What follows belongs to an exercise in optimizing a design on an open flow for small area; a production flow would make more cautious choices.
RTL that was checked went through simulation tests only; none was proved equivalent to the original.
Only the layout flow was run in run 1; the RTL was not checked for function there.
Power figures rest on the tool's default switching activity, not on a simulated workload.

### flow/run.sh
#!/bin/bash
# synth_recipe.tcl (not shown) runs the flow's synth.tcl, then flattens the netlist and writes it again
# the make line also repeats each setting of config.mk as NAME=value (left out here)
make -C /OpenROAD-flow-scripts/flow DESIGN_CONFIG=/design/flow/config.mk WORK_HOME=/design/flow/orfs CLKGATE_MAP_FILE= SYNTH_SCRIPT=/design/flow/synth_recipe.tcl finish
### flow/config.mk
export PLATFORM = sky130hd
export DESIGN_NAME = l1_trigger_top
export DESIGN_NICKNAME = l1_trigger_top
export VERILOG_FILES = /design/flow/design.v
export SDC_FILE = /design/flow/constraint.sdc
export NUM_CORES = 4
export LEC_CHECK = 0
export CAP_MARGIN = 20
export CORE_MARGIN = 2
export CORE_UTILIZATION = 85
export CTS_BUF_LIST = sky130_fd_sc_hd__clkbuf_8
export PLACE_DENSITY = 0.92
export SLEW_MARGIN = 20
### flow/constraint.sdc
create_clock -name core_clock -period 5.0 [get_ports {aclk}]
set_input_delay 1.0000 -clock core_clock [delete_from_list [all_inputs] [get_ports {aclk}]]
set_output_delay 1.0000 -clock core_clock [all_outputs]
set_load 0.01 [all_outputs]
### flow/design.v
`timescale 1ns/100ps
package l1_trig_pkg;
    localparam int NUM_CHANNELS = 4;
    localparam int NUM_BEAMS    = 2;
    localparam int SAMPLE_W = 5;
    localparam int BSUM_W   = 7;
    localparam int POWER_W  = 18;
    localparam int LOW_W    = 12;
    localparam int ROOT_W   = 7;
    localparam int CNT_W    = 6;
    localparam int HOLDOFF_CLOCKS     = 16;
    localparam int HOLDOFF_W          = $clog2(HOLDOFF_CLOCKS + 1);
    localparam int RATE_PERIOD_CLOCKS = 1024;
    localparam int WINDOW_W           = $clog2(RATE_PERIOD_CLOCKS);
    localparam int AXIL_ADDR_W = 8;
    localparam int AXIL_DATA_W = 32;
    localparam logic [AXIL_ADDR_W-1:0] REG_CTRL    = 8'h00;
    localparam logic [AXIL_ADDR_W-1:0] REG_THRESH0 = 8'h10;
    localparam logic [AXIL_ADDR_W-1:0] REG_THRESH1 = 8'h14;
    localparam logic [AXIL_ADDR_W-1:0] REG_COUNT0  = 8'h20;
    localparam logic [AXIL_ADDR_W-1:0] REG_COUNT1  = 8'h24;
    function automatic logic [1:0] fa(input logic a, input logic b, input logic c);
        fa = 2'(a) + 2'(b) + 2'(c);
    endfunction
    function automatic logic maj(input logic a, input logic b, input logic c);
        maj = (a & b) | (a & c) | (b & c);
    endfunction
endpackage
`timescale 1ns/100ps
module beam_former (
    input  logic                                                aclk,
    input  logic                                                rst_n_i,
    input  logic [l1_trig_pkg::NUM_CHANNELS*l1_trig_pkg::SAMPLE_W-1:0] samples_i,
    output logic [l1_trig_pkg::NUM_BEAMS*l1_trig_pkg::BSUM_W-1:0]      beam_sums_o
);
    localparam int BSUM_W = l1_trig_pkg::BSUM_W;
    logic [4:0] b0, b1, b2, b3;
    logic [4:0] p3;
    logic [5:0] p2;
    logic [6:0] p1;
    logic [5:0] p2_next;
    logic [6:0] p1_next;
    logic [6:0] sum0;
    logic [6:0] sum1;
    assign b0 = samples_i[4:0]   ^ 5'h10;
    assign b1 = samples_i[9:5]   ^ 5'h10;
    assign b2 = samples_i[14:10] ^ 5'h10;
    assign b3 = samples_i[19:15] ^ 5'h10;
    always_comb begin
        logic [1:0] t;
        logic       c;
        c = 1'b0;
        for (int i = 0; i < 5; i++) begin
            t = l1_trig_pkg::fa(p3[i], b2[i], c);
            p2_next[i] = t[0];
            c = t[1];
        end
        p2_next[5] = c;
        c = 1'b0;
        for (int i = 0; i < 5; i++) begin
            t = l1_trig_pkg::fa(p2[i], b1[i], c);
            p1_next[i] = t[0];
            c = t[1];
        end
        t = l1_trig_pkg::fa(p2[5], c, 1'b0);
        p1_next[5] = t[0];
        p1_next[6] = t[1];
        c = 1'b0;
        for (int i = 0; i < 5; i++) begin
            t = l1_trig_pkg::fa(p1[i], b0[i], c);
            sum1[i] = t[0];
            c = t[1];
        end
        t = l1_trig_pkg::fa(p1[5], c, 1'b0);
        sum1[5] = t[0];
        sum1[6] = p1[6] ^ t[1];
    end
    always_comb begin
        logic [1:0] t;
        logic [4:0] s1, c1;
        logic [5:0] s2, c2;
        logic [5:0] ra, rb, rc;
        logic       c;
        for (int i = 0; i < 5; i++) begin
            t = l1_trig_pkg::fa(b0[i], b1[i], b2[i]);
            s1[i] = t[0];
            c1[i] = t[1];
        end
        ra = {1'b0, s1};
        rb = {c1, 1'b0};
        rc = {1'b0, b3};
        for (int i = 0; i < 6; i++) begin
            t = l1_trig_pkg::fa(ra[i], rb[i], rc[i]);
            s2[i] = t[0];
            c2[i] = t[1];
        end
        sum0[0] = s2[0];
        c = 1'b0;
        for (int i = 1; i < 6; i++) begin
            t = l1_trig_pkg::fa(s2[i], c2[i-1], c);
            sum0[i] = t[0];
            c = t[1];
        end
        sum0[6] = c2[5] ^ c;
    end
    always_ff @(posedge aclk) begin
        if (!rst_n_i) begin
            p3 <= 5'd16;
            p2 <= 6'd32;
            p1 <= 7'd48;
        end else begin
            p3 <= b3;
            p2 <= p2_next;
            p1 <= p1_next;
        end
    end
    assign beam_sums_o[0*BSUM_W +: BSUM_W] = sum0;
    assign beam_sums_o[1*BSUM_W +: BSUM_W] = sum1;
endmodule
`timescale 1ns/100ps
module beam_discriminator (
    input  logic                                                aclk,
    input  logic                                                rst_n_i,
    input  logic [l1_trig_pkg::NUM_BEAMS*l1_trig_pkg::BSUM_W-1:0]  beam_sums_i,
    input  logic [l1_trig_pkg::NUM_BEAMS*l1_trig_pkg::ROOT_W-1:0]  root_use_n_i,
    output logic [l1_trig_pkg::NUM_BEAMS-1:0]                      raw_trig_o
);
    localparam int NUM_BEAMS = l1_trig_pkg::NUM_BEAMS;
    localparam int BSUM_W    = l1_trig_pkg::BSUM_W;
    localparam int ROOT_W    = l1_trig_pkg::ROOT_W;
    logic [NUM_BEAMS-1:0] decide;
    logic [NUM_BEAMS-1:0] decide_q1;
    logic [NUM_BEAMS-1:0] decide_q2;
    always_comb begin
        logic [BSUM_W-1:0] u;
        logic [ROOT_W-1:0] nr;
        logic              c;
        for (int b = 0; b < NUM_BEAMS; b++) begin
            u  = beam_sums_i[b*BSUM_W +: BSUM_W];
            nr = root_use_n_i[b*ROOT_W +: ROOT_W];
            c  = !u[6];
            for (int i = 0; i < 6; i++) begin
                c = l1_trig_pkg::maj(u[i] ^ !u[6], nr[i], c);
            end
            decide[b] = c && nr[6];
        end
    end
    always_ff @(posedge aclk) begin
        decide_q1  <= decide & {NUM_BEAMS{rst_n_i}};
        decide_q2  <= decide_q1 & {NUM_BEAMS{rst_n_i}};
        raw_trig_o <= decide_q2 & {NUM_BEAMS{rst_n_i}};
    end
endmodule
`timescale 1ns/100ps
module trigger_rate_counter (
    input  logic                                              aclk,
    input  logic                                              rst_n_i,
    input  logic [l1_trig_pkg::NUM_BEAMS-1:0]                    raw_trig_i,
    input  logic                                              rate_start_i,
    output logic [l1_trig_pkg::NUM_BEAMS-1:0]                    trigger_o,
    output logic [l1_trig_pkg::NUM_BEAMS*l1_trig_pkg::CNT_W-1:0] counts_o,
    output logic                                              count_done_o
);
    localparam int NUM_BEAMS = l1_trig_pkg::NUM_BEAMS;
    localparam int CNT_W     = l1_trig_pkg::CNT_W;
    localparam int WINDOW_W  = l1_trig_pkg::WINDOW_W;
    logic [NUM_BEAMS-1:0][4:0]       served;
    logic [NUM_BEAMS-1:0][CNT_W-1:0] counts;
    logic [WINDOW_W:0]               window;
    logic                            window_run;
    logic                            clear;
    assign counts_o     = counts;
    assign window_run   = !window[WINDOW_W];
    assign count_done_o = window[WINDOW_W] && !window[0];
    assign clear        = rate_start_i || !rst_n_i;
    always_comb begin
        for (int b = 0; b < NUM_BEAMS; b++) begin
            trigger_o[b] = raw_trig_i[b] && served[b][4];
        end
    end
    always_ff @(posedge aclk) begin
        for (int b = 0; b < NUM_BEAMS; b++) begin
            logic       c;
            logic [4:0] nxt;
            c = !served[b][4];
            for (int i = 0; i < 4; i++) begin
                nxt[i] = served[b][i] ^ c;
                c      = served[b][i] & c;
            end
            nxt[4] = served[b][4] | c;
            if (clear) begin
                served[b] <= 5'b10000;
            end else if (trigger_o[b]) begin
                served[b] <= 5'b00000;
            end else begin
                served[b] <= nxt;
            end
        end
    end
    always_ff @(posedge aclk) begin
        logic              c;
        logic [WINDOW_W:0] nxt;
        c = window_run;
        for (int i = 0; i < WINDOW_W; i++) begin
            nxt[i] = window[i] ^ c;
            c      = window[i] & c;
        end
        nxt[WINDOW_W] = window[WINDOW_W] | c;
        if (!rst_n_i) begin
            window <= (WINDOW_W+1)'(1025);
        end else if (rate_start_i) begin
            window <= '0;
        end else begin
            window <= nxt;
        end
    end
    always_ff @(posedge aclk) begin
        for (int b = 0; b < NUM_BEAMS; b++) begin
            logic             c;
            logic [CNT_W-1:0] nxt;
            c = window_run && trigger_o[b];
            for (int i = 0; i < CNT_W; i++) begin
                nxt[i] = counts[b][i] ^ c;
                c      = counts[b][i] & c;
            end
            counts[b] <= clear ? '0 : nxt;
        end
    end
endmodule
`timescale 1ns/100ps
module l1_trigger_regs (
    input  logic                                                aclk,
    input  logic                                                rst_n_i,
    input  logic                                                awvalid_i,
    input  logic [l1_trig_pkg::AXIL_ADDR_W-1:0]                    awaddr_i,
    input  logic                                                wvalid_i,
    input  logic [l1_trig_pkg::POWER_W-1:0]                        wdata_i,
    input  logic [2:0]                                          wstrb_i,
    input  logic                                                bready_i,
    input  logic                                                arvalid_i,
    input  logic [l1_trig_pkg::AXIL_ADDR_W-1:0]                    araddr_i,
    input  logic                                                rready_i,
    output logic                                                awready_o,
    output logic                                                wready_o,
    output logic                                                bvalid_o,
    output logic [1:0]                                          bresp_o,
    output logic                                                arready_o,
    output logic                                                rvalid_o,
    output logic [l1_trig_pkg::AXIL_DATA_W-1:0]                    rdata_o,
    output logic [1:0]                                          rresp_o,
    output logic [l1_trig_pkg::NUM_BEAMS*l1_trig_pkg::ROOT_W-1:0]  root_use_n_o,
    output logic                                                rate_start_o,
    input  logic [l1_trig_pkg::NUM_BEAMS*l1_trig_pkg::CNT_W-1:0]   counts_i,
    input  logic                                                count_done_i
);
    localparam int NUM_BEAMS   = l1_trig_pkg::NUM_BEAMS;
    localparam int POWER_W     = l1_trig_pkg::POWER_W;
    localparam int LOW_W       = l1_trig_pkg::LOW_W;
    localparam int ROOT_W      = l1_trig_pkg::ROOT_W;
    localparam int CNT_W       = l1_trig_pkg::CNT_W;
    localparam int AXIL_DATA_W = l1_trig_pkg::AXIL_DATA_W;
    localparam logic [7:0] REG_CTRL    = l1_trig_pkg::REG_CTRL;
    localparam logic [7:0] REG_THRESH0 = l1_trig_pkg::REG_THRESH0;
    localparam logic [7:0] REG_THRESH1 = l1_trig_pkg::REG_THRESH1;
    localparam logic [7:0] REG_COUNT0  = l1_trig_pkg::REG_COUNT0;
    localparam logic [7:0] REG_COUNT1  = l1_trig_pkg::REG_COUNT1;
    localparam logic [ROOT_W-1:0] ROOT_NEVER = ROOT_W'(64);
    logic                              wr_accept;
    logic                              rd_accept;
    logic                              bvalid;
    logic                              rvalid;
    logic                              ctrl_wr;
    logic                              update_now;
    logic [NUM_BEAMS-1:0][POWER_W-1:0] thresh_stage;
    logic [NUM_BEAMS-1:0]              thresh_sel;
    logic [NUM_BEAMS-1:0][2:0]         stage_we;
    logic [POWER_W-1:0]                stage_d;
    logic                              rd_en;
    logic [POWER_W-1:0]                rd_data_next;
    logic [POWER_W-1:0]                rdata;
    assign wr_accept     = awvalid_i && wvalid_i && !bvalid;
    assign ctrl_wr       = wr_accept && (awaddr_i == REG_CTRL) && wstrb_i[0];
    assign update_now    = ctrl_wr && wdata_i[1];
    assign thresh_sel[0] = wr_accept && (awaddr_i == REG_THRESH0);
    assign thresh_sel[1] = wr_accept && (awaddr_i == REG_THRESH1);
    always_ff @(posedge aclk) begin
        if (!rst_n_i) begin
            bvalid <= 1'b0;
        end else if (wr_accept) begin
            bvalid <= 1'b1;
        end else if (bready_i) begin
            bvalid <= 1'b0;
        end
    end
    always_ff @(posedge aclk) begin
        if (!rst_n_i) begin
            rate_start_o <= 1'b0;
        end else begin
            rate_start_o <= ctrl_wr && wdata_i[0];
        end
    end
    always_comb begin
        for (int b = 0; b < NUM_BEAMS; b++) begin
            for (int l = 0; l < 3; l++) begin
                stage_we[b][l] = (thresh_sel[b] && wstrb_i[l]) || !rst_n_i;
            end
        end
        stage_d = wdata_i | {POWER_W{!rst_n_i}};
    end
    always_ff @(posedge aclk) begin
        for (int b = 0; b < NUM_BEAMS; b++) begin
            if (stage_we[b][0]) thresh_stage[b][7:0]          <= stage_d[7:0];
            if (stage_we[b][1]) thresh_stage[b][15:8]         <= stage_d[15:8];
            if (stage_we[b][2]) thresh_stage[b][POWER_W-1:16] <= stage_d[POWER_W-1:16];
        end
    end
    function automatic logic [7:0] add8(input logic [7:0] x, input logic [7:0] y);
        logic [1:0] t;
        logic       c;
        c = 1'b0;
        for (int i = 0; i < 8; i++) begin
            t = l1_trig_pkg::fa(x[i], y[i], c);
            add8[i] = t[0];
            c = t[1];
        end
    endfunction
    logic [NUM_BEAMS-1:0]              wrote;
    logic [POWER_W-1:6]                lvl_hi;
    logic                              hi_zero;
    logic [2:0]                        a0;
    logic [3:0]                        a1;
    logic [4:0]                        a2;
    logic [5:3]                        rt_hi;
    logic [5:3]                        rt_hi_q;
    logic [3:0]                        a2_q;
    logic                              hi_zero_q;
    logic [5:0]                        lvl_lo;
    logic [5:0]                        a3;
    logic [6:0]                        a4;
    logic [7:0]                        a5;
    logic [2:0]                        rt_lo;
    logic [ROOT_W-1:0]                 nroot_new;
    logic [NUM_BEAMS-1:0][ROOT_W-1:0]  nroot_stage;
    logic [NUM_BEAMS-1:0][ROOT_W-1:0]  nroot_next;
    logic [NUM_BEAMS-1:0][ROOT_W-1:0]  nroot_use;
    always_comb begin
        logic [POWER_W-1:6] cur;
        cur = awaddr_i[2] ? thresh_stage[1][POWER_W-1:6] : thresh_stage[0][POWER_W-1:6];
        lvl_hi[7:6]          = wstrb_i[0] ? wdata_i[7:6]          : cur[7:6];
        lvl_hi[15:8]         = wstrb_i[1] ? wdata_i[15:8]         : cur[15:8];
        lvl_hi[POWER_W-1:16] = wstrb_i[2] ? wdata_i[POWER_W-1:16] : cur[POWER_W-1:16];
    end
    assign hi_zero  = (lvl_hi[POWER_W-1:LOW_W] == '0);
    assign a0       = {1'b0, lvl_hi[11:10]} + 3'b111;
    assign rt_hi[5] = !a0[2];
    assign a1       = 4'(add8(8'({a0[1:0], lvl_hi[9:8]}), 8'({rt_hi[5], 1'b0, 2'b11})));
    assign rt_hi[4] = !a1[3];
    assign a2       = 5'(add8(8'({a1[2:0], lvl_hi[7:6]}), 8'({rt_hi[4], rt_hi[5:4] ^ {2{rt_hi[4]}}, 2'b11})));
    assign rt_hi[3] = !a2[4];
    always_ff @(posedge aclk) begin
        rt_hi_q   <= rt_hi;
        a2_q      <= a2[3:0];
        hi_zero_q <= hi_zero;
    end
    assign lvl_lo    = wrote[1] ? thresh_stage[1][5:0] : thresh_stage[0][5:0];
    assign a3        = 6'(add8(8'({a2_q, lvl_lo[5:4]}), 8'({rt_hi_q[3], rt_hi_q[5:3] ^ {3{rt_hi_q[3]}}, 2'b11})));
    assign rt_lo[2]  = !a3[5];
    assign a4        = 7'(add8(8'({a3[4:0], lvl_lo[3:2]}), 8'({rt_lo[2], {rt_hi_q, rt_lo[2]} ^ {4{rt_lo[2]}}, 2'b11})));
    assign rt_lo[1]  = !a4[6];
    assign a5        = add8({a4[5:0], lvl_lo[1:0]}, {rt_lo[1], {rt_hi_q, rt_lo[2:1]} ^ {5{rt_lo[1]}}, 2'b11});
    assign rt_lo[0]  = !a5[7];
    assign nroot_new = hi_zero_q ? {1'b1, ~rt_hi_q, ~rt_lo} : ~ROOT_NEVER;
    always_ff @(posedge aclk) begin
        wrote <= thresh_sel & {NUM_BEAMS{rst_n_i}};
        for (int b = 0; b < NUM_BEAMS; b++) begin
            if (wrote[b] || !rst_n_i) begin
                nroot_stage[b] <= {nroot_new[6] && rst_n_i, nroot_new[5:0] | {6{!rst_n_i}}};
            end
        end
    end
    assign nroot_use    = update_now ? nroot_stage : nroot_next;
    assign root_use_n_o = nroot_use;
    always_ff @(posedge aclk) begin
        for (int b = 0; b < NUM_BEAMS; b++) begin
            nroot_next[b] <= {nroot_use[b][6] && rst_n_i, nroot_use[b][5:0] | {6{!rst_n_i}}};
        end
    end
    assign rd_accept = arvalid_i && !rvalid;
    always_comb begin
        case (araddr_i)
            REG_CTRL:    rd_data_next = POWER_W'(count_done_i);
            REG_THRESH0: rd_data_next = thresh_stage[0];
            REG_THRESH1: rd_data_next = thresh_stage[1];
            REG_COUNT0:  rd_data_next = POWER_W'(counts_i[0*CNT_W +: CNT_W]);
            REG_COUNT1:  rd_data_next = POWER_W'(counts_i[1*CNT_W +: CNT_W]);
            default:     rd_data_next = '0;
        endcase
        rd_data_next = rd_data_next & {POWER_W{rst_n_i}};
    end
    assign rd_en = rd_accept || !rst_n_i;
    always_ff @(posedge aclk) begin
        if (rd_en) begin
            rdata <= rd_data_next;
        end
    end
    always_ff @(posedge aclk) begin
        if (!rst_n_i) begin
            rvalid <= 1'b0;
        end else if (rd_accept) begin
            rvalid <= 1'b1;
        end else if (rready_i) begin
            rvalid <= 1'b0;
        end
    end
    assign awready_o = wr_accept;
    assign wready_o  = wr_accept;
    assign bvalid_o  = bvalid;
    assign bresp_o   = 2'b00;
    assign arready_o = !rvalid;
    assign rvalid_o  = rvalid;
    assign rdata_o   = AXIL_DATA_W'(rdata);
    assign rresp_o   = 2'b00;
endmodule
`timescale 1ns/100ps
module l1_trigger_top (
    input  logic        aclk,
    input  logic        rst_n_i,
    input  logic [19:0] samples_i,
    input  logic        s_axil_awvalid,
    input  logic [7:0]  s_axil_awaddr,
    input  logic        s_axil_wvalid,
    input  logic [31:0] s_axil_wdata,
    input  logic [3:0]  s_axil_wstrb,
    input  logic        s_axil_bready,
    input  logic        s_axil_arvalid,
    input  logic [7:0]  s_axil_araddr,
    input  logic        s_axil_rready,
    output logic        s_axil_awready,
    output logic        s_axil_wready,
    output logic        s_axil_bvalid,
    output logic [1:0]  s_axil_bresp,
    output logic        s_axil_arready,
    output logic        s_axil_rvalid,
    output logic [31:0] s_axil_rdata,
    output logic [1:0]  s_axil_rresp,
    output logic [1:0]  trigger_o
);
    localparam int NUM_BEAMS = l1_trig_pkg::NUM_BEAMS;
    localparam int BSUM_W    = l1_trig_pkg::BSUM_W;
    localparam int CNT_W     = l1_trig_pkg::CNT_W;
    localparam int ROOT_W    = l1_trig_pkg::ROOT_W;
    logic [NUM_BEAMS*ROOT_W-1:0]  root_use_n;
    logic                         rate_start;
    logic [NUM_BEAMS*CNT_W-1:0]   counts;
    logic                         count_done;
    logic [NUM_BEAMS*BSUM_W-1:0]  beam_sums;
    logic [NUM_BEAMS-1:0]         raw_trig;
    l1_trigger_regs l1_trigger_regs_inst (
        .aclk         (aclk),
        .rst_n_i      (rst_n_i),
        .awvalid_i    (s_axil_awvalid),
        .awaddr_i     (s_axil_awaddr),
        .wvalid_i     (s_axil_wvalid),
        .wdata_i      (s_axil_wdata[l1_trig_pkg::POWER_W-1:0]),
        .wstrb_i      (s_axil_wstrb[2:0]),
        .bready_i     (s_axil_bready),
        .arvalid_i    (s_axil_arvalid),
        .araddr_i     (s_axil_araddr),
        .rready_i     (s_axil_rready),
        .awready_o    (s_axil_awready),
        .wready_o     (s_axil_wready),
        .bvalid_o     (s_axil_bvalid),
        .bresp_o      (s_axil_bresp),
        .arready_o    (s_axil_arready),
        .rvalid_o     (s_axil_rvalid),
        .rdata_o      (s_axil_rdata),
        .rresp_o      (s_axil_rresp),
        .root_use_n_o (root_use_n),
        .rate_start_o (rate_start),
        .counts_i     (counts),
        .count_done_i (count_done)
    );
    beam_former beam_former_inst (
        .aclk        (aclk),
        .rst_n_i     (rst_n_i),
        .samples_i   (samples_i),
        .beam_sums_o (beam_sums)
    );
    beam_discriminator beam_discriminator_inst (
        .aclk        (aclk),
        .rst_n_i     (rst_n_i),
        .beam_sums_i (beam_sums),
        .root_use_n_i (root_use_n),
        .raw_trig_o  (raw_trig)
    );
    trigger_rate_counter trigger_rate_counter_inst (
        .aclk         (aclk),
        .rst_n_i      (rst_n_i),
        .raw_trig_i   (raw_trig),
        .rate_start_i (rate_start),
        .trigger_o    (trigger_o),
        .counts_o     (counts),
        .count_done_o (count_done)
    );
endmodule
==> qor.txt, run 1 <==
Outcome - did not finish
Fail Step - global placement (3_3_place_gp)
Err - [ERROR GPL-0301] Utilization 102.792 % exceeds 100%.
Top-count cell post-synth - dfxtp_1
Mapped cell area - 7550 um2
Complex-gate fraction of the synthesized area - 0.0524
Cells after synthesis - 670
Biggest area consumer among synthesized cells - edfxtp_1
Avg Cell Area, Syn - 11.3 um2
Post-Synth XOR/XNOR Area - 0.0278
Post-synthesis simple-gate area fraction - 0.136
Async set or reset register ratio after synthesis - 0
Number of I/O pins - 122
#FFs+latches synth - 152
Multiplexer share of the synthesized area - 0.0670
Adder-cell share of the synthesized area - 0.162
Rows - 34
Largest family of logic cells by synthesized area - adder cells
Die X - 98.2 um
Area share of the largest cell type after synthesis - 0.271
Count of different cell masters after synthesis - 51
Number of buffers added on ports - 88
Die Y-Extent - 98.2 um
Sequential area share after synthesis - 0.493
Initial core utilization - 0.870
Synth top cells by count - dfxtp_1, edfxtp_1, inv_1
Top cells by area in the synthesized netlist - edfxtp_1, dfxtp_1, fa_1, ha_1, mux2i_1
Synth Warn # - 4
Number of flops mapped to enable cells by yosys - 68
Primary FF master, synth - dfxtp_1
cells by family after synthesis:
group	after synthesis
compound gates	61
xor+xnor	24
fa+ha+maj	79
buf+inv	104
flops	152
mux	50
other cells	1
simple gates	199
==> run 2, diff against run 1 <==
--- a/flow/design.v
+++ b/flow/design.v
@@ -80,7 +80,6 @@
         logic [4:0] s1, c1;
         logic [5:0] s2, c2;
         logic [5:0] ra, rb, rc;
-        logic       c;
         for (int i = 0; i < 5; i++) begin
             t = l1_trig_pkg::fa(b0[i], b1[i], b2[i]);
             s1[i] = t[0];
@@ -94,14 +93,7 @@
             s2[i] = t[0];
             c2[i] = t[1];
         end
-        sum0[0] = s2[0];
-        c = 1'b0;
-        for (int i = 1; i < 6; i++) begin
-            t = l1_trig_pkg::fa(s2[i], c2[i-1], c);
-            sum0[i] = t[0];
-            c = t[1];
-        end
-        sum0[6] = c2[5] ^ c;
+        sum0 = 7'(s2) + {c2, 1'b0};
     end
     always_ff @(posedge aclk) begin
         if (!rst_n_i) begin
@@ -363,11 +355,11 @@
         hi_zero_q <= hi_zero;
     end
     assign lvl_lo    = wrote[1] ? thresh_stage[1][5:0] : thresh_stage[0][5:0];
-    assign a3        = 6'(add8(8'({a2_q, lvl_lo[5:4]}), 8'({rt_hi_q[3], rt_hi_q[5:3] ^ {3{rt_hi_q[3]}}, 2'b11})));
+    assign a3        = {a2_q, lvl_lo[5:4]} + {rt_hi_q[3], rt_hi_q[5:3] ^ {3{rt_hi_q[3]}}, 2'b11};
     assign rt_lo[2]  = !a3[5];
-    assign a4        = 7'(add8(8'({a3[4:0], lvl_lo[3:2]}), 8'({rt_lo[2], {rt_hi_q, rt_lo[2]} ^ {4{rt_lo[2]}}, 2'b11})));
+    assign a4        = {a3[4:0], lvl_lo[3:2]} + {rt_lo[2], {rt_hi_q, rt_lo[2]} ^ {4{rt_lo[2]}}, 2'b11};
     assign rt_lo[1]  = !a4[6];
-    assign a5        = add8({a4[5:0], lvl_lo[1:0]}, {rt_lo[1], {rt_hi_q, rt_lo[2:1]} ^ {5{rt_lo[1]}}, 2'b11});
+    assign a5        = {a4[5:0], lvl_lo[1:0]} + {rt_lo[1], {rt_hi_q, rt_lo[2:1]} ^ {5{rt_lo[1]}}, 2'b11};
     assign rt_lo[0]  = !a5[7];
     assign nroot_new = hi_zero_q ? {1'b1, ~rt_hi_q, ~rt_lo} : ~ROOT_NEVER;
     always_ff @(posedge aclk) begin
--- a/flow/config.mk
+++ b/flow/config.mk
@@ -7,7 +7,7 @@
 export LEC_CHECK = 0
 export CAP_MARGIN = 20
 export CORE_MARGIN = 2
-export CORE_UTILIZATION = 85
+export CORE_UTILIZATION = 70
 export CTS_BUF_LIST = sky130_fd_sc_hd__clkbuf_8
-export PLACE_DENSITY = 0.92
+export PLACE_DENSITY = 0.8
 export SLEW_MARGIN = 20
==> qor.txt, run 2 <==
Most flop-heavy register - l1_trigger_regs_inst.thresh_stage
Biggest area consumer among synthesized cells - edfxtp_1
Final setup fails - 0
Min Hold Slack - 0.443 ns
Relative slew slack - 0.508
CP arrival - 4.85 ns
Worst Path Max Fanout - 6
Fmax - 215 MHz
Die Y-Extent - 108 um (+9.7%)
Inserted Clock Buffers - 17
Most common cell on crit path - xnor2_1
Non-filler cells, final - 921
Slew Limit Fails - 0
DRC Markers - 0
Switching power - 1500 uW
Worst path max stage delay - 0.57 ns
Largest family of logic cells by synthesized area - adder cells
Mapped cell area - 7540 um2 (-0.13%)
Share of cells above drive strength 1 - 0.0624
Biggest regs - l1_trigger_regs_inst.thresh_stage x36, l1_trigger_regs_inst.rdata x18
Worst setup EP type - flip-flop
Part of the power in registers - 0.328
Final net count - 928
Clock power frac - 0.218
Clk latency of the worst-skew pair - 0.46 ns
Final hold violation count - 0
Antenna violations before repair - 0
Post-cts resize count - 0
Total setup buffers inserted after CTS - 0
Max Root-Sink Buffers - 2
#FFs+latches synth - 152 (unchanged)
Grt total ovfl - 0
Multiplexer share of the synthesized area - 0.0367 (-0.0303)
Synth-to-Final Area Change - 17.8%
Max cap viols - 0
Detail Route Antenna Nets - 0
CP Launch Type - flip-flop
RSZ-0062 raised after global routing - false
Area share of the largest cell type after synthesis - 0.271 (+0.000359)
Async set or reset register ratio after synthesis - 0 (unchanged)
Primary FF master, synth - dfxtp_1
Initial core utilization - 0.727 (-0.143)
CP cell instances - mux2i_2, a21bo_2, o21ai_1, xnor2_2, buf_4, xnor2_1, ha_1, a21oi_1, o21ai_0, xnor2_1, xnor2_2, xnor2_1, ha_1, a21o_1, a31oi_1, o21ai_0, xnor2_1, xnor2_1, nand2_1
Pwr/cell area - 486 nW/um2
Total track usage - 0.292
LEAKAGE - 0.00381 uW
Most common cell after layout, fill and taps aside - clkdlybuf4s50_1
Most frequent cells in the layout - clkdlybuf4s50_1, dfxtp_1, edfxtp_1
Final wirelength - 15.8 mm
Global-route wire length before repair - 25.9 mm
Period utilization - 0.932
WL/cell - 17.1 um
Complex-gate fraction of the synthesized area - 0.0820 (+0.0296)
Logic pwr share - 0.454
Clock skew - 0.0156 ns
Placed cells - 889
Top cells by area in the synthesized netlist - edfxtp_1, dfxtp_1, ha_1, fa_1, mux2i_1
Post-Synth XOR/XNOR Area - 0.0450 (+0.0171)
Hold WC Path Type - reg2reg
Top-count cell post-synth - dfxtp_1
Routed via count - 5261
Synth top cells by count - dfxtp_1, edfxtp_1, ha_1, nor2_1, inv_1
H-tree Lvls - 4
Diodes inserted - 0
Adder-cell share of the synthesized area - 0.153 (-0.00825)
Number of I/O pins - 122 (unchanged)
Sw Ratio - 0.347
First-pass detailed-route iteration total - 6
Die ar. - 11600 um2
Max reg flops - 36
CTS hold repair buffers - 0
Number of global-route vias before repair - 5467
Critical path type - reg2reg
Via density - 5.71
TritonCTS clock tree - done
Pin count of the biggest net entering global routing - 67
FILL cells - 548
Outcome - timing/DRC/antenna clean
Highest-delay cell along the critical path - dfxtp_1
Fin crit period - 4.66 ns
VDD IR max - 1.18 mV
Clock sink count - 152
Cells after synthesis - 680 (+1.5%)
WP data required - 5.18 ns
Final HPWL DP - 11.5 mm
Die X - 108 um (+9.7%)
Pint - 2820 uW
Number of buffers added on ports - 88 (unchanged)
Avg Cell Area, Syn - 11.1 um2 (-1.6%)
Sequential area share after synthesis - 0.494 (+0.000655)
CORE AREA - 10400 um2
Root buf cell - clkbuf_8
Number of flops mapped to enable cells by yosys - 68 (unchanged)
Synth Warn # - 4 (unchanged)
Rows - 37 (+8.8%)
DRT iter0 DRCs - 328
Worst-Margin Slew - 0.738 ns
Post-synthesis simple-gate area fraction - 0.133 (-0.00264)
Count of different cell masters after synthesis - 54 (+5.9%)
Clock transition at the registers of the reported paths - 0.09 ns
GPL Wtd Cong - 0.850
run 2: cell types whose count changed after synthesis, moves of 8 or more:
cell | previous run | this run
fa_1 | 31 | 23
a21oi_1 | 19 | 27
mux2i_1 | 49 | 24
xnor2_1 | 14 | 25
inv_1 | 63 | 50
a22oi_1 | 1 | 23
run 2: worst max-delay path: cells and delay by family, from the launching register on:
family                   cells  cell delay (ns)
XOR/XNOR                     7             1.30
AO/OA/AOI/OAI                7             1.08
adder cells (fa/ha/maj)      2             0.67
flip-flops                   1             0.57
multiplexers                 1             0.50
buffers and inverters        1             0.17
AND/OR/NAND/NOR              1             0.09
run 2: power groups by stage:
stage / Combinational (uW) / Clock, uW / Sequential, uW
after floorplan: 1590 / 0 / 1430
after global placement: 1860 / 0 / 1440
after detailed placement: 1950 / 0 / 1440
after CTS: 1970 / 951 / 1410
after global routing: 2220 / 994 / 1420
final: 1960 / 941 / 1410
run 2: final cells by class:
type | count | area [um2] | share of cell area
inverters | 51 | 191 | 0.0216
well taps | 136 | 170 | 0.0192
multi-input cells | 455 | 3460 | 0.390
clock inverters | 12 | 126 | 0.0142
clock buffers | 20 | 275 | 0.0310
repair buffers | 95 | 928 | 0.105
flip-flops and latches | 152 | 3720 | 0.419
run 2: per-stage QoR:
step           instance area, um2  worst slack, ns  total power, uW  utilization   TNS, ns
2_1_floorplan                7600            0.713             3020            -         0
3_3_place_gp                 8480            0.189             3290        0.817         0
3_5_place_dp                 8480         -0.00619             3390        0.817  -0.00619
4_1_cts                      8880            0.305             4340        0.856         0
5_1_grt                      8880           0.0321             4640        0.856         0
6_report                     8880            0.338             4310        0.856         0
run 2: final timing paths:
kind                                           end                                 start  slack, ns  cells after the start
max reg2reg    l1_trigger_regs_inst.nroot_stage[0]         l1_trigger_regs_inst.wrote[1]       0.34                     19
min          beam_discriminator_inst.raw_trig_o[0]  beam_discriminator_inst.decide_q2[0]       0.44                      1
max            l1_trigger_regs_inst.nroot_stage[0]         l1_trigger_regs_inst.wrote[1]       0.34                     19
min reg2reg  beam_discriminator_inst.raw_trig_o[0]  beam_discriminator_inst.decide_q2[0]       0.44                      1
run 2: logic make-up (layout without fill, tap and decap cells):
family,Yosys count,after routing
simple gates,198,198
flops,152,152
compound gates,96,96
mux,27,27
other cells,1,18
buf+inv,90,178
fa+ha+maj,79,79
xor+xnor,37,37
run 2: metal layers:
metal | vias up | global-route usage | share of wire
met5 | - | 0 | 0
met4 | 0 | 0.125 | 0.023
met3 | 43 | 0.0666 | 0.073
met2 | 232 | 0.501 | 0.51
met1 | 2505 | 0.354 | 0.40
li1 | 2481 | - | -
==> run 3, diff against run 2 <==
==> flow/flow/run.sh (new file) <==
#!/bin/bash
# The standard synthesis and layout (standard.sh), with three changes:
#  - the port buffers are buf_1 cells instead of the resizer's default pick,
#  - the buffers ABC adds in synthesis are removed at floorplan (the
#    resizer's repair buffers again where it needs to),
#  - after the standard synthesis, invopt.py removes the inverter pairs that
#    Yosys's full-adder extraction leaves around the adders. Registers are
#    untouched; the result is checked against the synthesized netlist with a
#    combinational equivalence proof (flip-flops cut), and dropped if the
#    proof fails.
# Each tool's output goes to its own log in this folder.
set -euo pipefail
export BUFFER_PORTS_ARGS="-buffer_cell sky130_fd_sc_hd__buf_1"
export REMOVE_ABC_BUFFERS=1
YOSYS="${YOSYS_EXE:-$FLOW_HOME/../tools/install/yosys/bin/yosys}"
R=orfs/results/${FLOW_PLATFORM}/l1_trigger_top/base

bash standard.sh synth > synth.log 2>&1

cp "$R/1_2_yosys.v" synth_netlist.v
if python3 flow/invopt.py synth_netlist.v invopt.v > invopt.log 2>&1 &&
   python3 flow/cut_ffs.py synth_netlist.v eq_a.v >> invopt.log 2>&1 &&
   python3 flow/cut_ffs.py invopt.v eq_b.v >> invopt.log 2>&1; then
  cat > eq.ys <<EOT
read_liberty -ignore_miss_func $FLOW_HOME/platforms/sky130hd/lib/sky130_fd_sc_hd__tt_025C_1v80.lib
read_verilog eq_a.v
rename $FLOW_TOP gold
read_verilog eq_b.v
rename $FLOW_TOP gate
proc
flatten
miter -equiv -flatten -make_assert gold gate miter
hierarchy -top miter
sat -verify -prove-asserts miter
EOT
  if "$YOSYS" -s eq.ys > eq.log 2>&1; then
    echo "invopt netlist proven equivalent; using it" >> invopt.log
    cp invopt.v "$R/1_2_yosys.v"
    rm -f "$R/1_synth.odb" "$R/1_synth.sdc"
  else
    echo "equivalence proof failed; keeping the synthesized netlist" >> invopt.log
  fi
fi

bash standard.sh > flow.log 2>&1
==> flow/flow/cut_ffs.py (new file) <==
#!/usr/bin/env python3
"""Cut every flip-flop of a flat gate netlist into ports (Q an input, D and DE
outputs, numbered by instance name), so two netlists with the same registers can
be compared combinationally.

usage: cut_ffs.py IN.v OUT.v
"""
import re, sys
src = open(sys.argv[1]).read()
cell_re = re.compile(r"^\s*(sky130_fd_sc_hd__\w+)\s+(\S+)\s*\((.*?)\);\s*$", re.S | re.M)
pin_re = re.compile(r"\.(\w+)\(\s*(.*?)\s*\)(?=\s*,|\s*$)", re.S)
ffs = []
def sub(m):
    t = m.group(1)
    if re.search(r"__(e?dfxtp|dfrtp|dfstp|dfbbp|edfxbp|dfxbp|sdf\w*)_\d+$", t):
        pins = dict(pin_re.findall(m.group(3)))
        ffs.append((m.group(2), t, {k: v.strip() for k, v in pins.items()}))
        return ""
    return m.group(0)
body = cell_re.sub(sub, src)
ffs.sort()
extra_ports, decls, assigns = [], [], []
for k, (name, t, pins) in enumerate(ffs):
    q = pins.get("Q")
    extra_ports.append(f"ffq_{k}")
    decls.append(f"  input ffq_{k};")
    assigns.append(f"  assign {q} = ffq_{k};")
    for p in ("D", "DE"):
        if p in pins:
            extra_ports.append(f"ff{p.lower()}_{k}")
            decls.append(f"  output ff{p.lower()}_{k};")
            assigns.append(f"  assign ff{p.lower()}_{k} = {pins[p]} ;")
body = re.sub(r"^(module\s+\S+\s*\()", lambda m: m.group(1) + ", ".join(extra_ports) + ", ", body, count=1, flags=re.M)
body = body.replace("endmodule", "\n".join(decls + assigns) + "\nendmodule", 1)
open(sys.argv[2], "w").write(body)
print(len(ffs), "flops cut", file=sys.stderr)
==> flow/flow/invopt.py (new file) <==
#!/usr/bin/env python3
"""Inverter clean-up around full adders in a flat gate netlist.

A full adder is self-dual: FA(~a, ~b, ~c) = ~FA(a, b, c) on both outputs. Yosys's
adder extraction often leaves full adders fed and followed by inverters. This pass
removes every plain inverter, chooses for each full adder whether it works on its
inputs or on their complements (flipping both outputs), greedily so that the fewest
nets need an inverted copy, and puts back one inverter per net that still needs one.
Registers and all other cells are left as they are.

usage: invopt.py IN.v OUT.v
"""
import re
import sys
from collections import defaultdict

OUT_PINS = {"X", "Y", "Q", "Q_N", "COUT", "SUM", "HI", "LO"}
src = open(sys.argv[1]).read()

mod = re.search(r"^module\s+(\S+)\s*\((.*?)\);", src, re.S | re.M)
ports = {p.strip() for p in mod.group(2).split(",")}
port_bits = set()
for m in re.finditer(r"^\s*(input|output|inout)\s+(\[(\d+):(\d+)\]\s+)?(\S+)\s*;", src, re.M):
    name = m.group(5)
    if m.group(2):
        hi, lo = int(m.group(3)), int(m.group(4))
        for i in range(min(hi, lo), max(hi, lo) + 1):
            port_bits.add(f"{name}[{i}]")
    port_bits.add(name)

cell_re = re.compile(r"^\s*(sky130_fd_sc_hd__\w+)\s+(\S+)\s*\((.*?)\);\s*$", re.S | re.M)
pin_re = re.compile(r"\.(\w+)\(\s*(.*?)\s*\)(?=\s*,|\s*$)", re.S)


def norm(net):
    net = net.strip()
    return net


cells = []
for m in cell_re.finditer(src):
    pins = {p: norm(n) for p, n in pin_re.findall(m.group(3))}
    cells.append({"type": m.group(1), "name": m.group(2), "pins": pins, "span": m.span()})

is_inv = lambda c: re.fullmatch(r"sky130_fd_sc_hd__inv_\d+", c["type"]) is not None
is_fa = lambda c: re.fullmatch(r"sky130_fd_sc_hd__fa_\d+", c["type"]) is not None

# inverters we may remove: output not a port
inv_of = {}  # out net -> in net
removable = set()
for i, c in enumerate(cells):
    if is_inv(c) and c["pins"]["Y"] not in port_bits:
        inv_of[c["pins"]["Y"]] = c["pins"]["A"]
        removable.add(i)


def literal(net):
    pol = 0
    seen = 0
    while net in inv_of and seen < 100:
        net = inv_of[net]
        pol ^= 1
        seen += 1
    return net, pol


# consumers: (cell index, pin) -> (root, need)
cons = []  # list of [cell, pin, root, need]
for i, c in enumerate(cells):
    if i in removable:
        continue
    for p, n in c["pins"].items():
        if p in OUT_PINS:
            continue
        if re.fullmatch(r"\d+'[bh][0-9a-fA-F]+", n):
            continue
        r, need = literal(n)
        cons.append([i, p, r, need])

# output ports driven through removable inverters must stay positive
port_need = []
for pb in port_bits:
    if pb in inv_of:
        r, need = literal(pb)
        port_need.append((pb, r, need))

fa_idx = [i for i, c in enumerate(cells) if is_fa(c)]
fa_out = {}
for i in fa_idx:
    for p in ("COUT", "SUM"):
        fa_out[cells[i]["pins"][p]] = i
flip = {i: 0 for i in fa_idx}
# an FA whose output is a port (or feeds a port through inverters) keeps its polarity
fixed = set()
for i in fa_idx:
    for p in ("COUT", "SUM"):
        if cells[i]["pins"][p] in port_bits:
            fixed.add(i)

by_root = defaultdict(list)
for k, (i, p, r, need) in enumerate(cons):
    by_root[r].append(k)
port_by_root = defaultdict(list)
for pb, r, need in port_need:
    port_by_root[r].append(need)


def carried(r):
    i = fa_out.get(r)
    return flip[i] if i is not None else 0


def root_cost(r):
    c = carried(r)
    needs = set()
    for k in by_root[r]:
        i, p, _, need = cons[k]
        if i in flip:
            need ^= flip[i]
        needs.add(need)
    for need in port_by_root[r]:
        needs.add(need)
    return 1 if (needs - {c}) else 0


def fa_roots(i):
    rs = set()
    for p, n in cells[i]["pins"].items():
        if p in OUT_PINS:
            rs.add(n)
        else:
            rs.add(literal(n)[0])
    return rs


total = sum(root_cost(r) for r in set(by_root) | set(port_by_root))
before_invs = len(removable)
changed = True
rounds = 0
while changed and rounds < 50:
    changed = False
    rounds += 1
    for i in fa_idx:
        if i in fixed:
            continue
        rs = fa_roots(i)
        old = sum(root_cost(r) for r in rs)
        flip[i] ^= 1
        new = sum(root_cost(r) for r in rs)
        if new < old:
            total += new - old
            changed = True
        else:
            flip[i] ^= 1

# build the new netlist
out_parts = []
new_wires = []
inv_net = {}
n_new = 0


def net_for(r, need):
    global n_new
    if need == carried(r):
        return r
    if r not in inv_net:
        n_new += 1
        w = f"_invopt_{n_new}_"
        inv_net[r] = w
        new_wires.append(w)
    return inv_net[r]


conn = {}
for k, (i, p, r, need) in enumerate(cons):
    if i in flip:
        need ^= flip[i]
    conn[(i, p)] = net_for(r, need)
port_drv = {}
for pb, r, need in port_need:
    port_drv[pb] = net_for(r, need)

pos = 0
text = []
for i, c in enumerate(cells):
    s, e = c["span"]
    text.append(src[pos:s])
    pos = e
    if i in removable:
        continue
    pins = []
    for p, n in c["pins"].items():
        pins.append(f"    .{p}({conn.get((i, p), n)} )")
    text.append(f"  {c['type']} {c['name']} (\n" + ",\n".join(pins) + "\n  );")
rest = src[pos:]
extra = []
for r, w in inv_net.items():
    extra.append(f"  sky130_fd_sc_hd__inv_1 {w}cell (\n    .A({r} ),\n    .Y({w} )\n  );")
for pb, n in port_drv.items():
    extra.append(f"  assign {pb} = {n};")
rest = rest.replace("endmodule", "\n".join(extra) + "\nendmodule", 1)
body = "".join(text) + rest
# declare the new wires after the module header's declarations
decl = "".join(f"  wire {w};\n" for w in new_wires)
body = re.sub(r"(^module\s+\S+\s*\(.*?\);\n)", lambda m: m.group(1) + decl, body, count=1, flags=re.S | re.M)
open(sys.argv[2], "w").write(body)
print(f"invopt: {before_invs} removable inverters, {len(inv_net)} after; {sum(flip.values())} full adders flipped", file=sys.stderr)
==> flow/standard.sh (new file) <==
#!/bin/bash
# synth_recipe.tcl (not shown) runs the flow's synth.tcl, then flattens the netlist and writes it again
# the make line also repeats each setting of config.mk as NAME=value (left out here)
make -C /OpenROAD-flow-scripts/flow DESIGN_CONFIG=/design/flow/config.mk WORK_HOME=/design/flow/orfs CLKGATE_MAP_FILE= SYNTH_SCRIPT=/design/flow/synth_recipe.tcl "${@:-finish}"
--- a/flow/config.mk
+++ b/flow/config.mk
@@ -7,7 +7,7 @@
 export LEC_CHECK = 0
 export CAP_MARGIN = 20
 export CORE_MARGIN = 2
-export CORE_UTILIZATION = 70
+export CORE_UTILIZATION = 80
 export CTS_BUF_LIST = sky130_fd_sc_hd__clkbuf_8
-export PLACE_DENSITY = 0.8
+export PLACE_DENSITY = 0.88
 export SLEW_MARGIN = 20
removed: flow/run.sh
==> qor.txt, run 3 <==
Outcome - timing/DRC/antenna clean
Worst-Margin Slew - 0.864 ns (+0.126 ns)
Clock transition at the registers of the reported paths - 0.09 ns (about the same)
Global-route wire length before repair - 27.2 mm (+5.0%)
Die Y-Extent - 101 um (-6.6%)
Diodes inserted - 0 (unchanged)
Inserted Clock Buffers - 17 (unchanged)
First-pass detailed-route iteration total - 5 (-1)
Placed cells - 844 (-5.1%)
Clk latency of the worst-skew pair - 0.45 ns (about the same)
Root buf cell - clkbuf_8
Final wirelength - 17.2 mm (+8.9%)
Mapped cell area - 7480 um2 (-0.80%)
DRC Markers - 0 (unchanged)
TritonCTS clock tree - done
Antenna violations before repair - 0 (unchanged)
Die ar. - 10100 um2 (-13%)
Fin util - 0.897 (+0.0409)
WL/cell - 19.6 um (+14%)
Pin count of the biggest net entering global routing - 50 (-25%)
Routed via count - 5455 (+3.7%)
Max reg flops - 36 (unchanged)
Worst Path Max Fanout - 6 (unchanged)
Busiest layer in global routing - met2
CTS hold repair buffers - 0 (unchanged)
Non-filler cells, final - 877 (-4.8%)
Grt total ovfl - 0 (unchanged)
Most flop-heavy register - l1_trigger_regs_inst.thresh_stage
LEAKAGE - 0.00349 uW (-8.4%)
WP data required - 5.18 ns (about the same)
CORE AREA - 9150 um2 (-12%)
Avg Cell Area, Syn - 11.3 um2 (+1.6%)
Met1 Use GR - 0.420 (+0.0653)
Highest-delay cell along the critical path - dfxtp_1
Slew Limit Fails - 0 (unchanged)
Relative slew slack - 0.423 (-0.0847)
Final setup fails - 0 (unchanged)
Max Root-Sink Buffers - 2 (unchanged)
Hold WC Path Type - reg2reg
Synth Warn # - 4 (unchanged)
GR Util met3 - 0.0846 (+0.0180)
Fin crit period - 4.77 ns (+0.110 ns)
Final HPWL DP - 11.0 mm (-4.2%)
Setup_tns - 0 ns (unchanged)
Number of buffers added on ports - 88 (unchanged)
Synth-to-Final Area Change - 9.77%
Biggest regs - l1_trigger_regs_inst.thresh_stage x36, l1_trigger_regs_inst.rdata x18
Most common cell after layout, fill and taps aside - buf_1
H-tree Lvls - 4 (unchanged)
Tot Pwr - 4490 uW (+4.0%)
Clock sink count - 152 (unchanged)
DRT iter0 DRCs - 455 (+39%)
Critical path type - reg2reg
Worst path max stage delay - 0.50 ns (-0.07 ns)
Final hold violation count - 0 (unchanged)
GPL Wtd Cong - 0.851 (+0.13%)
Max cap viols - 0 (unchanged)
FILL cells - 418 (-24%)
Die X - 101 um (-6.6%)
Period utilization - 0.954 (+0.0221)
CP arrival - 4.95 ns (+0.10 ns)
Detail Route Antenna Nets - 0 (unchanged)
Met2 Resource Use GR - 0.595 (+0.0945)
Most frequent cells in the layout - buf_1, dfxtp_1, edfxtp_1
Initial core utilization - 0.817 (+0.0901)
Total track usage - 0.355 (+0.0624)
Most common cell on crit path - xnor2_1
Cells after synthesis - 664 (-2.4%)
Fmax - 210 MHz (-2.3%)
Share of cells above drive strength 1 - 0.0640 (+0.00155)
Clock skew - 0.0133 ns (-0.00230 ns)
Pwr/cell area - 546 nW/um2 (+12%)
CP cell instances - xor2_1, ha_1, a21oi_1, o21ai_1, xnor2_2, xnor2_1, ha_1, a31oi_1, o21ai_0, xnor2_1, xnor2_2, xnor2_1, ha_1, a21o_1, a31oi_1, o21ai_0, xnor2_1, xnor2_1, nand2_1
Via density - 6.22 (+8.9%)
Final net count - 909 (-2.0%)
VDD IR max - 0.469 mV (-60%)
CP Launch Type - flip-flop
Worst setup EP type - flip-flop
Rows - 35 (-5.4%)
Number of global-route vias before repair - 5589 (+2.2%)
Number of I/O pins - 122 (unchanged)
## run 3: through the flow
stage	cell area (um2)	hold WS, ns	worst slack [ns]
floorplan	7320	0.412	0.513
global placement	7810	0.416	0.238
detailed placement	7820	0.422	0.00614
CTS	8190	0.485	0.130
global route	8210	0.516	-0.0638
finish	8210	0.484	0.228
## run 3: power by group
group          internal (uW)  total, uW  switching, uW  leakage [uW]
Clock                    432        897            465      0.000202
Sequential              1370       1420           46.7       0.00135
Combinational            971       2170           1200       0.00194
## run 3: final timing paths
kind,slack [ns],to,startpoint,depth (start not counted)
hold reg to reg,0.48,beam_discriminator_inst.raw_trig_o[1],beam_discriminator_inst.decide_q2[1],1
setup / recovery,0.23,l1_trigger_regs_inst.nroot_stage[0],l1_trigger_regs_inst.rt_hi_q[3],19
hold / removal,0.48,beam_discriminator_inst.raw_trig_o[1],beam_discriminator_inst.decide_q2[1],1
setup reg to reg,0.23,l1_trigger_regs_inst.nroot_stage[0],l1_trigger_regs_inst.rt_hi_q[3],19
## run 3: cell type report
| type | count | area [um2] | area share |
|---|---|---|---|
| sequential | 152 | 3720 | 0.454 |
| multi-input combinational | 455 | 3480 | 0.423 |
| timing repair buffer | 92 | 362 | 0.0440 |
| clock buffer | 20 | 275 | 0.0335 |
| tap | 111 | 139 | 0.0169 |
| inverter | 35 | 131 | 0.0160 |
| clock inverter | 12 | 103 | 0.0125 |
## run 3: what timing repair did
action,in CTS,in global routing
gates resized for setup,0,1
hold endpoints to repair,0,0
setup endpoints to repair,0,2
setup buffers,0,1
## run 3: routing by layer
layer,vias up,share of wire
met5,-,0
li1,2452,-
met1,2559,0.35
met2,353,0.51
met4,0,0.047
met3,91,0.093
## run 3: critical path, delay by kind of cell (launching register included)
kind / cells / cell delay, ns
fa+ha+maj: 3 / 1.00
xor+xnor: 8 / 1.54
flops: 1 / 0.50
compound gates: 7 / 1.36
simple gates: 1 / 0.10
==> run 4, diff against run 3 <==
--- a/flow/config.mk
+++ b/flow/config.mk
@@ -7,7 +7,9 @@
 export LEC_CHECK = 0
 export CAP_MARGIN = 20
 export CORE_MARGIN = 2
-export CORE_UTILIZATION = 80
+export CORE_UTILIZATION = 70
 export CTS_BUF_LIST = sky130_fd_sc_hd__clkbuf_8
-export PLACE_DENSITY = 0.88
+export CTS_CLUSTER_DIAMETER = 60
+export CTS_CLUSTER_SIZE = 30
+export PLACE_DENSITY = 0.8
 export SLEW_MARGIN = 20
==> qor.txt, run 4 <==
Outcome - timing/DRC/antenna clean
Final hold violation count - 0 (unchanged)
WP data required - 5.18 ns (about the same)
GPL Wtd Cong - 0.879 (+3.3%)
Final wirelength - 14.9 mm (-14%)
Synth-to-Final Area Change - 10.7%
Setup_tns - 0 ns (unchanged)
Share of cells above drive strength 1 - 0.0662 (+0.00227)
Number of buffers added on ports - 88 (unchanged)
Total setup buffers inserted after CTS - 0 (unchanged)
CP cell instances - xor2_1, ha_1, a21oi_1, o21ai_1, xnor2_2, xnor2_1, ha_1, a31oi_1, o21ai_0, xnor2_1, xnor2_2, xnor2_1, ha_1, a21o_1, a31oi_1, o21ai_0, xnor2_1, xnor2_1, nand2_1
CP Launch Type - flip-flop
Final net count - 913 (+0.44%)
Highest-delay cell along the critical path - dfxtp_1
Via density - 5.59 (-10%)
Global-route wire length before repair - 24.3 mm (-11%)
Cells after synthesis - 664 (unchanged)
Total track usage - 0.276 (-0.0790)
TritonCTS clock tree - done
CTS hold repair buffers - 0 (unchanged)
Hold WC Path Type - reg2reg
RSZ-0062 raised after global routing - false
CORE AREA - 10400 um2 (+13%)
Worst Path Max Fanout - 6 (unchanged)
Worst path bufs/invs - 0 (unchanged)
Clk latency of the worst-skew pair - 0.45 ns (about the same)
Number of I/O pins - 122 (unchanged)
Pwr/cell area - 520 nW/um2 (-4.8%)
Met1 Use GR - 0.358 (-0.0619)
Critical path's top delay family - XOR/XNOR gates
Die ar. - 11500 um2 (+14%)
Final HPWL DP - 10.9 mm (-1.1%)
Tot Pwr - 4310 uW (-4.0%)
Mapped cell area - 7480 um2 (unchanged)
Routed via count - 5066 (-7.1%)
Clock sink count - 152 (unchanged)
Pin count of the biggest net entering global routing - 67 (+34%)
Slew Limit Fails - 0 (unchanged)
H-tree Lvls - 4 (unchanged)
Max Root-Sink Buffers - 2 (unchanged)
Critical path type - reg2reg
Antenna violations before repair - 0 (unchanged)
DRT iter0 DRCs - 382 (-16%)
DRC Markers - 0 (unchanged)
Most common cell after layout, fill and taps aside - buf_1
CP arrival - 4.75 ns (-0.20 ns)
Relative slew slack - 0.429 (+0.00572)
Avg Cell Area, Syn - 11.3 um2 (unchanged)
Busiest layer in global routing - met2
Worst path max stage delay - 0.50 ns (about the same)
Grt total ovfl - 0 (unchanged)
Detail Route Antenna Nets - 0 (unchanged)
Biggest regs - l1_trigger_regs_inst.thresh_stage x36, l1_trigger_regs_inst.rdata x18
WL/cell - 16.4 um (-16%)
Most flop-heavy register - l1_trigger_regs_inst.thresh_stage
Fmax - 219 MHz (+4.4%)
Met2 Resource Use GR - 0.458 (-0.137)
Inserted Clock Buffers - 17 (unchanged)
Die X - 107 um (+6.6%)
Most common cell on crit path - xnor2_1
LEAKAGE - 0.00352 uW (+0.85%)
Period utilization - 0.915 (-0.0398)
VDD IR max - 0.720 mV (+54%)
Clock transition at the registers of the reported paths - 0.09 ns (about the same)
First-pass detailed-route iteration total - 5 (unchanged)
GR Util met3 - 0.0575 (-0.0271)
Synth Warn # - 4 (unchanged)
Max cap viols - 0 (unchanged)
Max reg flops - 36 (unchanged)
Post-cts resize count - 0 (unchanged)
Most frequent cells in the layout - buf_1, dfxtp_1, edfxtp_1
Clock skew - 0.0112 ns (-0.00211 ns)
Initial core utilization - 0.721 (-0.0959)
Die Y-Extent - 107 um (+6.6%)
Rows - 37 (+5.7%)
Fin crit period - 4.57 ns (-0.199 ns)
Worst setup EP type - flip-flop
Root buf cell - clkbuf_8
Number of global-route vias before repair - 5154 (-7.8%)
Worst-Margin Slew - 0.856 ns (-0.00765 ns)
Final setup fails - 0 (unchanged)
Diodes inserted - 0 (unchanged)
[run 4: worst reg2reg max path, delay by kind of cell (launching register included)]
| family | cells | cell delay, ns |
|---|---|---|
| AO/OA/AOI/OAI | 7 | 1.16 |
| XOR/XNOR | 8 | 1.59 |
| adder cells (fa/ha/maj) | 3 | 1.00 |
| flip-flops | 1 | 0.50 |
| AND/OR/NAND/NOR | 1 | 0.08 |
[run 4: final cells by class]
class	count	area (um2)
multi-input combinational	455	3460
timing repair buffer	96	392
fill	660	2090
clock inverter	13	140
clock buffer	19	262
inverter	35	131
tap	136	170
sequential	152	3720
[run 4: worst paths after layout]
kind	cells past startpoint	from	endpoint	slack (ns)
max reg2reg	19	l1_trigger_regs_inst.rt_hi_q[3]	l1_trigger_regs_inst.nroot_stage[7]	0.43
min reg2reg	1	beam_discriminator_inst.decide_q1[0]	beam_discriminator_inst.decide_q2[0]	0.44
min	1	beam_discriminator_inst.decide_q1[0]	beam_discriminator_inst.decide_q2[0]	0.44
max	19	l1_trigger_regs_inst.rt_hi_q[3]	l1_trigger_regs_inst.nroot_stage[7]	0.43
[run 4: stage by stage]
stage | instance area [um2] | std cells | util | worst slack (ns) | hold WS, ns
floorplan | 7320 | 642 | - | 0.513 | 0.412
global placement | 7870 | 873 | 0.759 | 0.185 | 0.419
detailed placement | 7870 | 873 | 0.759 | 0.0666 | 0.423
CTS | 8270 | 905 | 0.798 | 0.342 | 0.442
global route | 8280 | 906 | 0.799 | 0.0512 | 0.467
finish | 8280 | 906 | 0.799 | 0.427 | 0.442
[run 4: layer usage]
metal	wire length, um	vias to the layer above
met5	0	-
met2	7340	166
met3	778	24
li1	-	2456
met4	243	0
met1	6490	2420
[run 4: report_power, final]
part           switching [uW]  total, uW  internal (uW)  leakage (uW)
registers                40.4       1410           1370       0.00135
logic                    1020       1950            934       0.00196
clock network             469        945            475      0.000211
==> run 5, diff against run 4 <==
--- a/flow/flow/run.sh
+++ b/flow/flow/run.sh
@@ -1,6 +1,7 @@
 #!/bin/bash
-# The standard synthesis and layout (standard.sh), with three changes:
+# The standard synthesis and layout (standard.sh), with these changes:
 #  - the port buffers are buf_1 cells instead of the resizer's default pick,
+#  - the clock tree uses clkbuf_8 and no dummy loads,
 #  - the buffers ABC adds in synthesis are removed at floorplan (the
 #    resizer's repair buffers again where it needs to),
 #  - after the standard synthesis, invopt.py removes the inverter pairs that
@@ -12,6 +13,7 @@
 set -euo pipefail
 export BUFFER_PORTS_ARGS="-buffer_cell sky130_fd_sc_hd__buf_1"
 export REMOVE_ABC_BUFFERS=1
+export CTS_ARGS="-sink_clustering_enable -repair_clock_nets -dont_use_dummy_load -buf_list sky130_fd_sc_hd__clkbuf_8 -sink_clustering_size 50 -sink_clustering_max_diameter 150"
 YOSYS="${YOSYS_EXE:-$FLOW_HOME/../tools/install/yosys/bin/yosys}"
 R=orfs/results/${FLOW_PLATFORM}/l1_trigger_top/base
 
==> qor.txt, run 5 <==
Final HPWL DP - 10.9 mm (unchanged)
Outcome - timing/DRC/antenna clean
Critical path type - reg2reg
Final hold violation count - 0 (unchanged)
Clk latency of the worst-skew pair - 0.44 ns (about the same)
Tot Pwr - 4030 uW (-6.5%)
Number of I/O pins - 122 (unchanged)
Period utilization - 0.919 (+0.00470)
Initial core utilization - 0.721 (unchanged)
Fmax - 218 MHz (-0.51%)
CP Launch Type - flip-flop
Total track usage - 0.273 (-0.00259)
Diodes inserted - 0 (unchanged)
Share of cells above drive strength 1 - 0.0503 (-0.0159)
Routed via count - 5037 (-0.57%)
WL/cell - 16.3 um (-0.48%)
Slew Limit Fails - 0 (unchanged)
Pin count of the biggest net entering global routing - 67 (unchanged)
Max cap viols - 0 (unchanged)
DRT iter0 DRCs - 299 (-22%)
Hold path startpoint - beam_discriminator_inst.decide_q1[0]
Worst Reg-to-Reg Cells - 19 (unchanged)
Root buf cell - clkbuf_8
H-tree Lvls - 4 (unchanged)
Inserted Clock Buffers - 17 (unchanged)
FILL cells - 695 (+5.3%)
GPL Wtd Cong - 0.879 (unchanged)
Final setup fails - 0 (unchanged)
VDD IR max - 0.720 mV (about the same)
Number of buffers added on ports - 88 (unchanged)
Post-cts resize count - 0 (unchanged)
Synth-to-Final Area Change - 8.48%
Die Y-Extent - 107 um (unchanged)
LEAKAGE - 0.00343 uW (-2.5%)
Crit path from - l1_trigger_regs_inst.rt_hi_q[3]
Clock transition at the registers of the reported paths - 0.07 ns (-0.02 ns)
WHS Path Cells - 1 (unchanged)
Most frequent cells in the layout - buf_1, dfxtp_1, edfxtp_1
Worst R2R Start - l1_trigger_regs_inst.rt_hi_q[3]
Most common cell after layout, fill and taps aside - buf_1
Worst-Margin Slew - 0.849 ns (-0.00700 ns)
Max reg flops - 36 (unchanged)
Worst Path Max Fanout - 6 (unchanged)
Number of global-route vias before repair - 5068 (-1.7%)
Clock sink count - 152 (unchanged)
Fin crit period - 4.60 ns (+0.0235 ns)
Via density - 5.65 (+1.1%)
Setup_tns - 0 ns (unchanged)
Hold WC Path Type - reg2reg
CP arrival - 4.75 ns (about the same)
Biggest regs - l1_trigger_regs_inst.thresh_stage x36, l1_trigger_regs_inst.rdata x18
RSZ-0062 raised after global routing - false
Cells after synthesis - 664 (unchanged)
Pwr/cell area - 496 nW/um2 (-4.6%)
Synth Warn # - 4 (unchanged)
Die ar. - 11500 um2 (unchanged)
First-pass detailed-route iteration total - 5 (unchanged)
CORE AREA - 10400 um2 (unchanged)
Detail Route Antenna Nets - 0 (unchanged)
Rows - 37 (unchanged)
Final wirelength - 14.5 mm (-2.1%)
Worst setup EP type - flip-flop
Grt total ovfl - 0 (unchanged)
Final net count - 913 (unchanged)
Most flop-heavy register - l1_trigger_regs_inst.thresh_stage
Mapped cell area - 7480 um2 (unchanged)
Die X - 107 um (unchanged)
Antenna violations before repair - 0 (unchanged)
WP data required - 5.15 ns (-0.03 ns)
DRC Markers - 0 (unchanged)
Global-route wire length before repair - 24.0 mm (-1.4%)
Clock skew - 0.0251 ns (+0.0139 ns)
Avg Cell Area, Syn - 11.3 um2 (unchanged)
Relative slew slack - 0.434 (+0.00467)
Max Root-Sink Buffers - 2 (unchanged)
Min Hold Slack - 0.435 ns (-0.00677 ns)
TritonCTS clock tree - done
[run 5: layout make-up]
class / count / area, um2 / area share
flip-flops and latches: 152 / 3720 / 0.459
multi-input cells: 455 / 3460 / 0.427
repair buffers: 96 / 392 / 0.0483
clock buffers: 17 / 234 / 0.0288
well taps: 136 / 170 / 0.0210
inverters: 35 / 131 / 0.0162
[run 5: metrics by stage]
step | instance area (um2) | util | setup WS [ns] | cells
2_1_floorplan | 7320 | - | 0.513 | 642
3_3_place_gp | 7870 | 0.759 | 0.185 | 873
3_5_place_dp | 7870 | 0.759 | 0.0666 | 873
4_1_cts | 8110 | 0.782 | 0.332 | 890
5_1_grt | 8110 | 0.782 | 0.0277 | 891
6_report | 8110 | 0.782 | 0.403 | 891
[run 5: timing repair]
item                       CTS  global route
hold buffers                 0             0
setup buffers                0             1
setup endpoints to repair    0             2
[run 5: where the power goes]
| part | internal (uW) | total, uW | switching (uW) |
|---|---|---|---|
| clock network | 300 | 673 | 373 |
| logic | 934 | 1940 | 1010 |
| registers | 1370 | 1410 | 40.2 |
| total | 2610 | 4030 | 1420 |
[run 5: final timing paths]
check | endpoint | slack [ns]
max reg2reg | l1_trigger_regs_inst.nroot_stage[7] | 0.40
max | l1_trigger_regs_inst.nroot_stage[7] | 0.40
min | beam_discriminator_inst.decide_q2[0] | 0.43
min reg2reg | beam_discriminator_inst.decide_q2[0] | 0.43
[run 5: metal layers]
metal / GRT usage / vias up / wire, um
li1: - / 2436 / -
met1: 0.358 / 2388 / 6230
met2: 0.447 / 174 / 7080
met3: 0.0642 / 39 / 852
met4: 0.0989 / 0 / 373
met5: 0 / - / 0
[run 5: critical path, cell delays in order (launching register included)]
cell and delay [ns]:
dfxtp_1 0.49, xor2_1 0.19, ha_1 0.29, a21oi_1 0.18, o21ai_1 0.13, xnor2_2 0.28, xnor2_1 0.13, ha_1 0.36
a31oi_1 0.26, o21ai_0 0.15, xnor2_1 0.32, xnor2_2 0.22, xnor2_1 0.19, ha_1 0.28, a21o_1 0.18, a31oi_1 0.13
o21ai_0 0.13, xnor2_1 0.20, xnor2_1 0.14, nand2_1 0.08

## afterwards: timing with drivers on the ports
In the flow no input, the clock included, has a driving cell. The finished layouts below were timed again as built, in two steps.
Step 1: set_driving_cell puts a clkbuf_16 on aclk and a buf_2 on each other input, an assumption about the parent block.
Step 2, shift: input delay + t, output delay - t, t = (earliest + latest rising clock arrival at the registers) / 2. This alone moves slack from input paths to output paths.
a / b / c = ideal / step 1 / step 2; a / b = the first two.
run	shift t [ns]	setup slack, ns	worst setup path after step 2	worst register clock-pin slew, ns	cell pins on the clock port's net
run 2	0.487	0.338 / 0.338 / -0.014	input to register	0.09 / 0.09	1
run 3	0.475	0.228 / 0.228 / -0.094	input to register	0.09 / 0.09	1
run 4	0.480	0.427 / 0.427 / 0.043	input to register	0.09 / 0.09	1
run 5	0.461	0.403 / 0.403 / 0.078	input to register	0.08 / 0.08	1
With both steps, setup timing fails in run 2 and run 3, where it was met with ideal ports. The setup slack of run 4, which loses most, moves by 0.000 ns with the drivers and by -0.384 ns with both steps.
